From an optimization exercise on the open Yosys and OpenROAD flow, aimed at small area, a short achievable clock period and few clock cycles; shortcuts taken in it are not production practice.
Where RTL was checked, it was by simulation tests only, not by an equivalence proof against the original.

== run G ==
==> flow/design.v (excerpt) <==
module servo_slew_position_controller
(
    input  logic                        i_clk,
    input  logic                        i_rst_n,
    input  logic                        i_in_valid,
    output logic                        o_in_stall,
    input  logic [sspc_pkg::REQ_W-1:0] i_req_type,
    input  logic signed [sspc_pkg::ANGLE_W-1:0] i_angle,
    input  logic signed [sspc_pkg::DIR_W-1:0] i_direction,
    output logic                        o_out_valid,
    input  logic                        i_out_stall,
    output logic [sspc_pkg::PULSE_W-1:0] o_pulse_width,
    output logic [sspc_pkg::PULSE_W-1:0] o_target_width,
    output logic                        o_pwm_write,
    input  logic                        i_cfg_valid,
    output logic                        o_cfg_ready,
    input  logic [sspc_pkg::CFG_IDX_W-1:0] i_cfg_index,
    input  logic [sspc_pkg::CFG_DAT_W-1:0] i_cfg_data
);
Size in the first run: ~3,100 cells after synthesis, ~29,000 sq um of cells after synthesis.
export LEC_CHECK = 0
export CAP_MARGIN = 20
export CORE_MARGIN = 2
export CORE_UTILIZATION = 40
export SETUP_SLACK_MARGIN = 5
export SLEW_MARGIN = 20
create_clock -name core_clock -period 11.0 [get_ports {i_clk}]
run.sh (not shown) runs the stock make flow with config.mk's settings and CLKGATE_MAP_FILE= SYNTH_SCRIPT=/design/flow/synth_recipe.tcl, a recipe that flattens the netlist after the stock synthesis.
[inputs] run K vs run G
-- flow/design.v --
<<< run G, line 496
    assign under_lo = $signed({2'b0, r_tgt}) - $signed({2'b0, r_cur}) + $signed({2'b0, r_step});
    assign tick_cur = (over_hi > 14'sd0) ? cp[11:0] : under_lo[13] ? cm[11:0] : r_tgt;
    logic [12:0] map_sum;
    logic [11:0] map_t;
    assign map_sum = {1'b0, r_pls_low} + {1'b0, i_q};
    assign map_t   = qneg ? (c_pneg ? r_pls_high : r_pls_low)
                   : (i_ovf || c_pneg || (i_q > c_pmag)) ? r_pls_high : map_sum[11:0];
    logic [12:0] rel_add;
    logic signed [12:0] rel_sub;
    logic [11:0] rel_t;
    assign rel_add = {1'b0, r_tgt} + {1'b0, i_q};
    assign rel_sub = $signed({1'b0, r_tgt}) - $signed({1'b0, i_q});
    assign rel_t   = qneg ? ((i_ovf || rel_sub[12]) ? 12'd0 : rel_sub[11:0])
                          : ((i_ovf || rel_add[12]) ? 12'hfff : rel_add[11:0]);
    always_ff @(posedge i_clk) begin
        if (!i_rst_n) begin
>>> run K, line 496
    assign under_lo = $signed({2'b0, r_tgt}) - $signed({2'b0, r_cur}) + $signed({2'b0, r_step});
    assign tick_cur = (over_hi > 14'sd0) ? cp[11:0] : under_lo[13] ? cm[11:0] : r_tgt;
    logic        is_rel, sub;
    logic [11:0] base;
    logic [12:0] sum;
    logic [11:0] map_t, rel_t;
    assign is_rel = (i_op == OP_REL);
    assign sub    = is_rel && qneg;
    assign base   = is_rel ? r_tgt : r_pls_low;
    assign sum    = {1'b0, base} + ({1'b0, i_q} ^ {13{sub}}) + {12'd0, sub};
    assign map_t  = qneg ? (c_pneg ? r_pls_high : r_pls_low)
                  : (i_ovf || c_pneg || (i_q > c_pmag)) ? r_pls_high : sum[11:0];
    assign rel_t  = (i_ovf || sum[12]) ? (qneg ? 12'd0 : 12'hfff) : sum[11:0];
    always_ff @(posedge i_clk) begin
        if (!i_rst_n) begin
--- outcome ---
The worst slack on hold paths number comes out lower for run K vs run G. Run K vs. run G: routed wire length went down by 4.5%. From run K to run G, number of flip-flops and latches in the synthesized netlist did not move at all. Flip-flop and latch count: run K vs run G identical.
Testbench counts of run K, summed over its fixed seeds: cycles 7,632.
The RTL of run G was laid out without a check of its function.

---

== rev 12 ==
servo_slew_position_controller, a different RTL version from the one above (not shown whole).
Size: roughly 3500 cells after synthesis, roughly 350 flip-flops, roughly 67 I/O pins, about 29000 µm² of cells after synthesis.
Settings: LEC_CHECK=0, ABC_AREA=1, CAP_MARGIN=20, CORE_MARGIN=2, CORE_UTILIZATION=40, SETUP_SLACK_MARGIN=5, SLEW_MARGIN=20; clock period 11.0 ns.
standard.sh (not shown) runs the stock make flow with config.mk's settings and CLKGATE_MAP_FILE= SYNTH_SCRIPT=/design/flow/synth_recipe.tcl, a recipe that flattens the netlist after the stock synthesis.
==> flow/flow/run.sh <==
#!/bin/bash
set -euo pipefail
MARGIN=${MARGIN:-6.2}
sed "s/SETUP_SLACK_MARGIN=5/SETUP_SLACK_MARGIN=${MARGIN}/" standard.sh > standard_margin.sh
grep -q "SETUP_SLACK_MARGIN=${MARGIN}" standard_margin.sh
bash standard_margin.sh > flow.log 2>&1
Testbench counts of rev 12, summed over its fixed seeds: cycles 7,632.
Input changes introduced in rev 13 (baseline for comparison: rev 12):
-- flow/design.v --
<<< rev 12, line 111
    logic [9:0]  c_den;
    logic [11:0] c_pmag;
    logic [13:0] c_pmag3;    
    assign dd_c = 11'(r_deg_high) - 11'(r_deg_low);
    assign pd_c = $signed({1'b0, r_pls_high}) - $signed({1'b0, r_pls_low});
>>> rev 13, line 111
    logic [9:0]  c_den;
    logic [11:0] c_pmag;
    assign dd_c = 11'(r_deg_high) - 11'(r_deg_low);
    assign pd_c = $signed({1'b0, r_pls_high}) - $signed({1'b0, r_pls_low});
<<< rev 12, line 120
        c_pneg <= pd_c[12];
        c_pmag <= pd_c[12] ? 12'(-pd_c) : pd_c[11:0];
    end
    always_ff @(posedge i_clk) begin
        c_pmag3 <= 14'(pd_c[12] ? 12'(-pd_c) : pd_c[11:0]) * 14'd3;
    end
    logic [11:0] r_cur, r_tgt;
>>> rev 13, line 119
        c_pneg <= pd_c[12];
        c_pmag <= pd_c[12] ? 12'(-pd_c) : pd_c[11:0];
    end
    logic [11:0] r_cur, r_tgt;
<<< rev 12, line 504
    logic signed [12:0] cm;
    logic [11:0]        tick_cur;
    logic signed [13:0] over_hi, under_lo;
    assign cp = {1'b0, r_cur} + {1'b0, r_step};
    assign cm = $signed({1'b0, r_cur}) - $signed({1'b0, r_step});
    assign over_hi  = $signed({2'b0, r_tgt}) - $signed({2'b0, r_cur}) - $signed({2'b0, r_step});
    assign under_lo = $signed({2'b0, r_tgt}) - $signed({2'b0, r_cur}) + $signed({2'b0, r_step});
    assign tick_cur = (over_hi > 14'sd0) ? cp[11:0] : under_lo[13] ? cm[11:0] : r_tgt;
    logic        is_rel, sub;
    logic [11:0] base;
>>> rev 13, line 500
    logic signed [12:0] cm;
    logic [11:0]        tick_cur;
    assign cp = {1'b0, r_cur} + {1'b0, r_step};
    assign cm = $signed({1'b0, r_cur}) - $signed({1'b0, r_step});
    assign tick_cur = ({1'b0, r_tgt} > cp) ? cp[11:0] : ($signed({1'b0, r_tgt}) < cm) ? cm[11:0] : r_tgt;
    logic        is_rel, sub;
    logic [11:0] base;
[summary]
- Rev 13 completed end to end with timing, DRC and antenna clean.
- Rev 13 against rev 12: clock skew after layout shows no meaningful change.
- Changes observed in rev 13 relative to rev 12: worst setup slack roughly the same, portion of the layout cell area used by clock cells went up 0.21 points, final-stage net count has decreased, shortest period the worst path allows did not really move.
- Sort rev 12 and rev 13 by complex-gate fraction of the synthesized area, ascending, and rev 12 comes first.
- As far as final cycle utilization of the critical path is concerned, rev 12 and rev 13 perform about the same.
- Sort rev 12 and rev 13 by worst-case hold slack, ascending, and rev 12 comes first.
- Per the comparison of rev 13 with rev 12, wire length of the first global-routing pass -3400 µm; final area now smaller.
- Summary — buffers inserted during post-CTS setup optimization, rev 13 relative to rev 12: lower, by 9.
Testbench counts of rev 13, summed over its fixed seeds: cycles 7,632.

---

Setup of old:
Starting RTL as in the previous note.
clock: 11.0 ns
lec_check: 0
cap_margin: 20
core_margin: 2
core_utilization: 40
setup_slack_margin: 5
slew_margin: 20
Scripts as last shown in full above: flow/flow/run.sh
Testbench counts of old, summed over its fixed seeds: cycles 7,632.
For new, these inputs were changed with respect to old:
-- flow/design.v --
<<< old, line 491
    logic [11:0] c8_q_83;
    assign c8_q_83 = {p8_q, c8_ge0_82};
    logic        i_v, i_sx, i_ovf;
    logic [2:0]  i_op;
    logic [11:0] i_q;
    assign i_v   = p8_v;
    assign i_op  = p8_op;
    assign i_sx  = p8_sx;
    assign i_ovf = p8_ovf;
    assign i_q   = c8_q_83;
    logic        qneg;
    assign qneg = i_sx ^ c_dneg ^ c_pneg;
>>> new, line 491
    logic [11:0] c8_q_83;
    assign c8_q_83 = {p8_q, c8_ge0_82};
    logic [2:0] p9_op;
    logic p9_ovf;
    logic [11:0] p9_q;
    logic p9_sx;
    logic p9_v;
    always_ff @(posedge i_clk) begin
        if (!i_rst_n) begin
            p9_v <= 1'b0;
        end else if (en) begin
            p9_v <= p8_v;
        end
    end
    always_ff @(posedge i_clk) begin
        if (en) begin
            p9_op <= p8_op;
            p9_ovf <= p8_ovf;
            p9_q <= c8_q_83;
            p9_sx <= p8_sx;
        end
    end
    logic        i_v, i_sx, i_ovf;
    logic [2:0]  i_op;
    logic [11:0] i_q;
    assign i_v   = p9_v;
    assign i_op  = p9_op;
    assign i_sx  = p9_sx;
    assign i_ovf = p9_ovf;
    assign i_q   = p9_q;
    logic        qneg;
    assign qneg = i_sx ^ c_dneg ^ c_pneg;
--- outcome ---
old → new: final weighted congestion in routability-driven placement went up 0.0050, count of distinct cell types in the synthesized netlist went down 8.7%, critical path required time went up 20 ps, instance count after placement with tap cells included went up 47.
There was hardly any difference in maximum clock frequency between new and old.
Final period demand of the worst path sits higher in new than in old.
There was hardly any difference in total detailed-routing wirelength between new and old.
Relative to old, multiplexer area fraction after synthesis has increased by 0.42 points in new.
Delta(overall routing resource usage, new - old) < 0
new: PASS, flow complete, no timing, DRC or antenna violations
Only the layout flow was run in new; the RTL was not checked for function there.

---

Another version of the RTL of servo_slew_position_controller (not shown whole).
Size in the first run: ~3500 cells after synthesis, roughly 360 flip-flops, about 67 I/O pins, about 0.029 mm^2 of cells after synthesis.
clock: 11.0 ns
lec_check: 0
abc_area: 1
cap_margin: 20
core_margin: 2
core_utilization: 40
setup_slack_margin: 5
slew_margin: 20
==> flow/flow/run.sh <==
#!/bin/bash
set -euo pipefail
MARGIN=${MARGIN:-6.5}
sed "s/SETUP_SLACK_MARGIN=5/SETUP_SLACK_MARGIN=${MARGIN}/" standard.sh > standard_margin.sh
grep -q "SETUP_SLACK_MARGIN=${MARGIN}" standard_margin.sh
bash standard_margin.sh > flow.log 2>&1
The starting point passed the timing, design-rule and antenna checks.
Change:
--- a/flow/design.v
+++ b/flow/design.v
@@ -112,31 +112,28 @@
     logic [11:0] c_pmag;
     assign dd_c = 11'(r_deg_high) - 11'(r_deg_low);
     assign pd_c = $signed({1'b0, r_pls_high}) - $signed({1'b0, r_pls_low});
     always_ff @(posedge i_clk) begin
         c_dz   <= (dd_c == 11'sd0);
         c_dneg <= dd_c[10];
         c_den  <= dd_c[10] ? 10'(-dd_c) : dd_c[9:0];
         c_pneg <= pd_c[12];
         c_pmag <= pd_c[12] ? 12'(-pd_c) : pd_c[11:0];
     end
     logic [11:0] r_cur, r_tgt;
     logic        r_wr, r_ov;
-    logic        k_v, k_sx, k_ovf;
-    logic [2:0]  k_op;
-    logic [11:0] k_q;
     logic        en;
-    assign en = !k_v;
+    assign en = !(r_ov && i_out_stall);
     assign o_cfg_ready    = 1'b1;
-    assign o_in_stall     = k_v;
+    assign o_in_stall     = !en;
     assign o_out_valid    = r_ov;
     assign o_pulse_width  = r_cur;
     assign o_target_width = r_tgt;
     assign o_pwm_write    = r_wr;
     logic [2:0] c0_op_1;
     always_comb begin
         case (i_req_type)
             3'd0: c0_op_1 = OP_TICK;
             3'd1, 3'd5: c0_op_1 = OP_MAP;
             3'd2: c0_op_1 = OP_REL;
             3'd3: c0_op_1 = i_direction[1] ? OP_PL : (i_direction != 2'sd0) ? OP_PH : OP_CUR;
             3'd4: c0_op_1 = OP_CUR;
@@ -483,46 +480,29 @@
     end
     logic [10:0] c8_t0_80;
     assign c8_t0_80 = {p8_rem, p8_ml};
     logic [11:0] c8_r0_81;
     assign c8_r0_81 = {1'b0, c8_t0_80} - {2'b0, c_den};
     logic c8_ge0_82;
     assign c8_ge0_82 = !c8_r0_81[11];
     logic [11:0] c8_q_83;
     assign c8_q_83 = {p8_q, c8_ge0_82};
     logic        i_v, i_sx, i_ovf;
     logic [2:0]  i_op;
     logic [11:0] i_q;
-    logic        f_free;
-    assign f_free = !r_ov || !i_out_stall;
-    assign i_v   = k_v ? 1'b1  : p8_v;
-    assign i_op  = k_v ? k_op  : p8_op;
-    assign i_sx  = k_v ? k_sx  : p8_sx;
-    assign i_ovf = k_v ? k_ovf : p8_ovf;
-    assign i_q   = k_v ? k_q   : c8_q_83;
-    always_ff @(posedge i_clk) begin
-        if (!i_rst_n) begin
-            k_v <= 1'b0;
-        end else begin
-            k_v <= i_v && !f_free;
-        end
-    end
-    always_ff @(posedge i_clk) begin
-        if (!k_v) begin
-            k_op  <= p8_op;
-            k_sx  <= p8_sx;
-            k_ovf <= p8_ovf;
-            k_q   <= c8_q_83;
-        end
-    end
+    assign i_v   = p8_v;
+    assign i_op  = p8_op;
+    assign i_sx  = p8_sx;
+    assign i_ovf = p8_ovf;
+    assign i_q   = c8_q_83;
     logic        qneg;
     assign qneg = i_sx ^ c_dneg ^ c_pneg;
     logic [12:0]        cp;
     logic signed [12:0] cm;
     logic [11:0]        tick_cur;
     assign cp = {1'b0, r_cur} + {1'b0, r_step};
     assign cm = $signed({1'b0, r_cur}) - $signed({1'b0, r_step});
     assign tick_cur = ({1'b0, r_tgt} > cp) ? cp[11:0] : ($signed({1'b0, r_tgt}) < cm) ? cm[11:0] : r_tgt;
     logic        is_rel, sub;
     logic [11:0] base;
     logic [12:0] sum;
     logic [11:0] map_t, rel_t;
@@ -530,25 +510,25 @@
     assign sub    = is_rel && qneg;
     assign base   = is_rel ? r_tgt : r_pls_low;
     assign sum    = {1'b0, base} + ({1'b0, i_q} ^ {13{sub}}) + {12'd0, sub};
     assign map_t  = qneg ? (c_pneg ? r_pls_high : r_pls_low)
                   : (i_ovf || c_pneg || (i_q > c_pmag)) ? r_pls_high : sum[11:0];
     assign rel_t  = (i_ovf || sum[12]) ? (qneg ? 12'd0 : 12'hfff) : sum[11:0];
     always_ff @(posedge i_clk) begin
         if (!i_rst_n) begin
             r_ov  <= 1'b0;
             r_wr  <= 1'b0;
             r_cur <= PULSE_RST;
             r_tgt <= PULSE_RST;
-        end else if (f_free) begin
+        end else if (en) begin
             r_ov <= i_v;
             if (i_v) begin
                 r_wr <= (i_op == OP_TICK);
                 case (i_op)
                     OP_TICK: r_cur <= tick_cur;
                     OP_MAP:  if (!c_dz) r_tgt <= map_t;
                     OP_REL:  if (!c_dz) r_tgt <= rel_t;
                     OP_CUR:  r_tgt <= r_cur;
                     OP_PL:   r_tgt <= r_pls_low;
                     OP_PH:   r_tgt <= r_pls_high;
                     default: ;
                 endcase
After rerunning:
- via count is higher by 2.0%
- hold slack got worse by 0.015 ns
- global-route usage rose by 0.38 points
- routed wire length climbs by 1.3%
- first-iteration DRC count is lower by 3.9%
No run of this note included a check of the RTL's function; only the layout flow was run.

-- what the ideal ports hide --
The flow's constraints put no driver on any port. The routed layouts listed below were extracted and timed again, unchanged, in two steps. Step 1, drivers: a clkbuf_16 drives i_clk and a buf_2 each remaining input, both assumed. Step 2 times the ports against the registers' clock, not the clock port: input delays grow and output delays shrink by t, the midpoint of the rising clock arrivals with the driver on. Slacks: ideal ports / drivers / drivers and shift; pairs: ideal ports / drivers.
run	t (ns)	slack for setup (ns)	hold slack, ns	clock arrival spread, ns	slew at the worst register clock pin (ns)
run G	0.613	5.238 / 5.238 / 4.859	0.412 / 0.412 / 0.412	0.039 / 0.039	0.07 / 0.07
run K	0.618	5.115 / 5.085 / 4.764	0.398 / 0.398 / 0.398	0.033 / 0.034	0.06 / 0.06
rev 12	0.630	6.240 / 6.178 / 5.804	0.399 / 0.399 / 0.399	0.026 / 0.026	0.06 / 0.06
rev 13	0.634	6.239 / 6.151 / 5.991	0.414 / 0.414 / 0.414	0.028 / 0.028	0.07 / 0.07
old	0.627	6.177 / 6.175 / 5.645	0.404 / 0.404 / 0.404	0.027 / 0.027	0.06 / 0.06
new	0.641	6.171 / 6.173 / 5.548	0.411 / 0.411 / 0.411	0.026 / 0.026	0.07 / 0.07
the first run of note 4	0.627	6.305 / 6.305 / 6.117	0.416 / 0.416 / 0.416	0.040 / 0.040	0.06 / 0.06
the second run of note 4	0.625	6.265 / 6.180 / 6.051	0.401 / 0.401 / 0.401	0.040 / 0.041	0.07 / 0.07
After both steps setup and hold are still met in every run listed. For new, which loses most, drivers alone change the setup slack by +0.002 ns; drivers and shift together by -0.623 ns.
